Background: an optimization exercise with open tools, aiming at small area, a short achievable clock period and few clock cycles per item. Do not read the settings as production practice. RTL that was checked went through simulation tests only; none was proved equivalent to the original.

==> module arithLane, before the edit <==
module arithLane (
	input wire busPkg::laneOp_t op_i,
	input wire logic kill_i,
	output logic wbValid_o,
	output busPkg::slotHalf_t half_o
);
	logic [15:0] p;
	logic [15:0] s;
	logic isAdd, isSub, isAnd, isOr, isXor, isShl, isShr, isMov;
	logic legalOp;
	logic keep;
	logic [15:0] sx;
	logic [16:0] sumWide;
	logic [15:0] shOut;
	logic [15:0] shRev;
	assign p = op_i.pOperand;
	assign s = op_i.sOperand;
	assign isAdd = op_i.opcode == 7'd1;
	assign isSub = op_i.opcode == 7'd2;
	assign isAnd = op_i.opcode == 7'd3;
	assign isOr = op_i.opcode == 7'd4;
	assign isXor = op_i.opcode == 7'd5;
	assign isShl = op_i.opcode == 7'd6;
	assign isShr = op_i.opcode == 7'd7;
	assign isMov = op_i.opcode == 7'd8;
	assign legalOp = (op_i.opcode != 7'd0) && (op_i.opcode <= 7'd8);
	assign wbValid_o = op_i.isWb && legalOp;
	assign keep = wbValid_o && !kill_i;
	assign sx[7:0] = op_i.opcode[1] ? ~s[7:0] : s[7:0];
	assign sx[15:8] = op_i.opcode[0] ? s[15:8] : ~s[15:8];
	always_comb
	begin
		logic [16:0] g;
		logic [16:0] t;
		g = {p & sx & {16{!op_i.opcode[2]}}, op_i.opcode[1] & !op_i.opcode[2]};
		t = {p ^ sx, 1'b0};
		for (int l = 0; l < 5; l++)
		begin
			for (int i = 16; i >= 0; i--)
			begin
				if (((i >> l) & 1) == 1)
				begin
					g[i] = g[i] | (t[i] & g[((i >> l) << l) - 1]);
					t[i] = t[i] & t[((i >> l) << l) - 1];
				end
			end
		end
		sumWide = {g[16], p ^ sx ^ g[15:0]};
	end
	always_comb
	begin
		logic [15:0] r;
		for (int i = 0; i < 16; i++)
		begin
			r[i] = op_i.opcode[0] ? p[i] : p[15-i];
		end
		r = s[3] ? {8'd0, r[15:8]} : r;
		r = s[2] ? {4'd0, r[15:4]} : r;
		r = s[1] ? {2'd0, r[15:2]} : r;
		r = s[0] ? {1'd0, r[15:1]} : r;
		shOut = r;
		for (int i = 0; i < 16; i++)
		begin
			shRev[i] = r[15-i];
		end
	end
	assign half_o.wbAddr = keep ? op_i.wbAddr : 5'd0;
	assign half_o.wbData = ({16{keep && (isAdd || isSub || isXor)}} & sumWide[15:0])
		| ({16{keep && isAnd}} & (p & s))
		| ({16{keep && isOr}} & (p | s))
		| ({16{keep && isMov}} & s)
		| ({16{keep && isShl}} & shRev)
		| ({16{keep && isShr}} & shOut);
	assign half_o.code[1] = keep && (isAdd || isSub) && (sumWide[16] ^ op_i.opcode[1]);
	assign half_o.code[0] = keep && !(isAdd && sumWide[16]);
endmodule
clock: 4.0 ns
lec_check: 0
cap_margin: 20
core_margin: 2
core_utilization: 40
cts_buf_list: sky130_fd_sc_hd__clkbuf_4 sky130_fd_sc_hd__clkbuf_8
setup_slack_margin: 0.8
slew_margin: 20
standard.sh (not shown) runs the stock make flow with config.mk's settings and CLKGATE_MAP_FILE= SYNTH_SCRIPT=/design/flow/synth_recipe.tcl, a recipe that flattens the netlist after the stock synthesis.
==> flow/flow/run.sh <==
#!/bin/bash
# Standard ORFS layout (the standard.sh, synthesis unchanged), with plain
# buffers on the ports instead of the default delay-cell buffers, plus the
# settings in flow/extra.env. Each tool's full output goes to its own log
# here; ORFS's per-step logs are under orfs/logs/.
set -euo pipefail
export BUFFER_PORTS_ARGS="-buffer_cell sky130_fd_sc_hd__buf_1"
if [[ -f flow/extra.env ]]; then
  set -a
  source flow/extra.env
  set +a
fi
bash standard.sh synth > synth.log 2>&1
bash standard.sh finish > layout.log 2>&1
Change:
--- a/flow/design.v
+++ b/flow/design.v
@@ -138,10 +138,9 @@
 	assign isMov = op_i.opcode == 7'd8;
 	assign legalOp = (op_i.opcode != 7'd0) && (op_i.opcode <= 7'd8);
 	assign wbValid_o = op_i.isWb && legalOp;
 	assign keep = wbValid_o && !kill_i;
-	assign sx[7:0] = op_i.opcode[1] ? ~s[7:0] : s[7:0];
-	assign sx[15:8] = op_i.opcode[0] ? s[15:8] : ~s[15:8];
+	assign sx = op_i.opcode[1] ? ~s : s;
 	always_comb
 	begin
 		logic [16:0] g;
 		logic [16:0] t;
=> Synthesized area barely changes; cell area is about the same; die area stays flat; core utilization stays flat; flip-flop and latch count stays the same; worst hold slack stays flat; via count drops by about 0.44%; critical path depth does not change; maximum frequency came out lower by 1.4%; wire length barely changes.
Testbench counts after the change, summed over its fixed seeds: cycles 4,247, items 3,200.
Only the layout flow was run in the first run of this note; the RTL was not checked for function there.

-- what the ideal ports hide --
No port has a modelled driver above. Below, the same layouts with a new extraction and two added sets of constraints. Step 1, drivers: a clkbuf_16 drives clock_i and a buf_2 each remaining input, both assumed. Step 2 also shifts input and output timing later by t, the mid clock arrival at the registers, as if the neighbouring blocks saw the same clock. Three values: ideal ports, drivers, drivers and shift; two values: the first two.
| run | shift t [ns] | setup slack, ns | slew at the worst register clock pin (ns) | worst slew at a driven data input, ns |
|---|---|---|---|---|
| the first run | 0.481 | 0.813 / 0.800 / 0.319 | 0.10 / 0.10 | 0.07 |
| the second run | 0.493 | 0.769 / 0.763 / 0.270 | 0.11 / 0.11 | 0.07 |
After both steps setup and hold are still met in every run listed. For the second run, which loses most, drivers alone change the setup slack by -0.006 ns; drivers and shift together by -0.499 ns.
